From an optimization exercise on the open Yosys and OpenROAD flow, aimed at small area and a short achievable clock period; shortcuts taken in it are not production practice. Only simulation tests tie the RTL to the original design; equivalence was not proved. No activity file was given, so power comes from the tool's default toggle rates.

## regfile_mp
module regfile_mp
#(
  parameter int XLEN     = regfile_pkg::DEF_XLEN,
  parameter int NREG     = regfile_pkg::DEF_NREG,
  parameter int NRD      = regfile_pkg::DEF_NRD,
  parameter int NWR      = regfile_pkg::DEF_NWR,
  parameter int ZERO_REG = 1,
  localparam int AW      = regfile_pkg::addr_w(NREG)
) (
  input  logic              clk_i,
  input  logic              rst_n_i,
  input  logic [NRD-1:0]    rd_en_i,
  input  logic [NRD*AW-1:0] rd_addr_i,
  output logic [NRD*XLEN-1:0] rd_data_o,
  output logic [NRD-1:0]    rd_busy_o,
  input  logic [NWR-1:0]    wr_en_i,
  input  logic [NWR*AW-1:0] wr_addr_i,
  input  logic [NWR*XLEN-1:0] wr_data_i,
  input  logic              iss_en_i,
  input  logic [AW-1:0]     iss_addr_i
);
==> flow/config.mk <==
export PLATFORM = sky130hd
export DESIGN_NAME = regfile_mp
export DESIGN_NICKNAME = regfile_mp
export VERILOG_FILES = /design/flow/design.v
export SDC_FILE = /design/flow/constraint.sdc
export NUM_CORES = 4
export LEC_CHECK = 0
export CAP_MARGIN = 20
export CELL_PAD_IN_SITES_DETAIL_PLACEMENT = 1
export CELL_PAD_IN_SITES_GLOBAL_PLACEMENT = 2
export CORE_MARGIN = 2
export CORE_UTILIZATION = 30
export PLACE_DENSITY = 0.4
export SETUP_SLACK_MARGIN = 3.85
export SLEW_MARGIN = 20
export SYNTH_HIERARCHICAL = 1
export SYNTH_MINIMUM_KEEP_SIZE = 0
export TNS_END_PERCENT = 10
==> flow/constraint.sdc <==
create_clock -name core_clock -period 7.5 [get_ports {clk_i}]
set_input_delay 1.5000 -clock core_clock [delete_from_list [all_inputs] [get_ports {clk_i}]]
set_output_delay 1.5000 -clock core_clock [all_outputs]
set_load 0.01 [all_outputs]
standard.sh (not shown) runs the stock make flow with config.mk's settings and CLKGATE_MAP_FILE= SYNTH_SCRIPT=/design/flow/synth_recipe.tcl, a recipe that flattens the netlist after the stock synthesis.
==> flow/flow/run.sh <==
#!/bin/bash
# Standard ORFS layout (the standard.sh, unchanged synthesis) with two changes:
#  - ports are buffered with buf_2 instead of the default delay buffer;
#  - CTS clusters up to 20 sinks (100 um across) per leaf buffer and inserts no dummy loads.
set -euo pipefail
export BUFFER_PORTS_ARGS="-buffer_cell sky130_fd_sc_hd__buf_2"
export CTS_ARGS="-sink_clustering_enable -repair_clock_nets -sink_clustering_size 20 -sink_clustering_max_diameter 100 -dont_use_dummy_load"
bash standard.sh > orfs_make.log 2>&1
The starting point went through all stages and came out clean.
Rerun with:
--- a/flow/flow/run.sh
+++ b/flow/flow/run.sh
@@ -2 +2 @@
-# Standard ORFS layout (the standard.sh, unchanged synthesis) with two changes:
+# Standard ORFS layout (the standard.sh, unchanged synthesis) with three changes:
@@ -4 +4,3 @@
-#  - CTS clusters up to 20 sinks (100 um across) per leaf buffer and inserts no dummy loads.
+#  - CTS clusters up to 20 sinks (100 um across) per leaf buffer and inserts no dummy loads;
+#  - timing repair may resize a cell to any drive strength (MATCH_CELL_FOOTPRINT=0), not
+#    only to cells of the same width.
@@ -8 +10 @@
-bash standard.sh > orfs_make.log 2>&1
+bash standard.sh MATCH_CELL_FOOTPRINT=0 finish > orfs_make.log 2>&1
After rerunning: Combinational power goes down by a few percent. Worst setup slack degrades by 0.023 ns. Cell area goes down slightly. Clock-buffer cell count does not change. Routed wire length goes down slightly. Die area is unchanged.
Rerun with:
- CAP_MARGIN: 20 -> 10
- SLEW_MARGIN: 20 -> 10
Worst setup slack got worse by 0.13 ns.
Cell area is about the same.
Total power is about the same.
Flip-flop and latch count stays the same.
Count of clock-buffer cells in the layout is unchanged.
Wire length stays flat.
Non-clock buffer count shrinks by 1.
First-iteration DRC count grows slightly.
Register-to-register slack barely changes.

* * *

## red
regfile_mp again, from the RTL that the note above started with.
==> flow/config.mk <==
export PLATFORM = sky130hd
export DESIGN_NAME = regfile_mp
export DESIGN_NICKNAME = regfile_mp
export VERILOG_FILES = /design/flow/design.v
export SDC_FILE = /design/flow/constraint.sdc
export NUM_CORES = 4
export LEC_CHECK = 0
export CAP_MARGIN = 20
export CELL_PAD_IN_SITES_DETAIL_PLACEMENT = 1
export CELL_PAD_IN_SITES_GLOBAL_PLACEMENT = 3
export CORE_MARGIN = 2
export CORE_UTILIZATION = 20
export PLACE_DENSITY = 0.3
export SETUP_SLACK_MARGIN = 4.0
export SLEW_MARGIN = 20
export SYNTH_HIERARCHICAL = 1
export SYNTH_MINIMUM_KEEP_SIZE = 0
==> flow/constraint.sdc <==
create_clock -name core_clock -period 7.5 [get_ports {clk_i}]
set_input_delay 1.5000 -clock core_clock [delete_from_list [all_inputs] [get_ports {clk_i}]]
set_output_delay 1.5000 -clock core_clock [all_outputs]
set_load 0.01 [all_outputs]
==> flow/flow/run.sh <==
#!/bin/bash
# Standard ORFS layout (the standard.sh, unchanged synthesis) with two changes:
#  - ports are buffered with buf_2 instead of the default delay buffer;
#  - CTS clusters up to 20 sinks (100 um across) per leaf buffer and inserts no dummy loads.
set -euo pipefail
export BUFFER_PORTS_ARGS="-buffer_cell sky130_fd_sc_hd__buf_2"
export CTS_ARGS="-sink_clustering_enable -repair_clock_nets -sink_clustering_size 20 -sink_clustering_max_diameter 100 -dont_use_dummy_load"
bash standard.sh > orfs_make.log 2>&1
No stage failed in red, and the final checks on the layout all came back clean.
Setup changes, red to blue
- setting TNS_END_PERCENT to 10 for the first time
- changing CAP_MARGIN from 20 to 10
- changing SLEW_MARGIN from 20 to 10
- changing PLACE_DENSITY from 0.3 to 0.35
- changing CELL_PAD_IN_SITES_GLOBAL_PLACEMENT from 3 to 2
- changing CORE_UTILIZATION from 20 to 25
- changing SETUP_SLACK_MARGIN from 4.0 to 3.85
--- outcome ---
blue improves on red in total core area.
Row area taken by multi-input logic gates: blue lower / red higher
blue vs red, core utilization went up by 5.1 points.

[re-timing with driven ports]
Ports are ideal in the flow. The routed layouts listed here were re-timed in OpenROAD.
Step 1 assumes that a clkbuf_16 drives the clock port and a buf_2 every other input.
Step 2 also shifts input and output timing later by t, the mid clock arrival at the registers, as if the neighbouring blocks saw the same clock.
Slacks: no drivers / after step 1 / after step 2; pairs: no drivers / after step 1.
run | t (ns) | setup WS [ns] | hold WS [ns] | worst register clock-pin slew, ns
the first run of note 1 | 0.800 | 3.551 / 3.461 / 2.660 | 0.493 / 0.493 / 0.493 | 0.10 / 0.10
the second run of note 1 | 0.804 | 3.527 / 3.444 / 2.640 | 0.471 / 0.471 / 0.471 | 0.10 / 0.10
the third run of note 1 | 0.777 | 3.399 / 3.366 / 2.588 | 0.476 / 0.476 / 0.476 | 0.10 / 0.10
red | 0.857 | 3.602 / 3.625 / 2.768 | 0.486 / 0.486 / 0.486 | 0.10 / 0.10
blue | 0.834 | 3.581 / 3.545 / 2.711 | 0.466 / 0.466 / 0.466 | 0.10 / 0.10
After both steps every run listed still meets setup and hold. For the first run of note 1, which loses most, drivers alone change the setup slack by -0.090 ns; drivers and shift together by -0.891 ns.
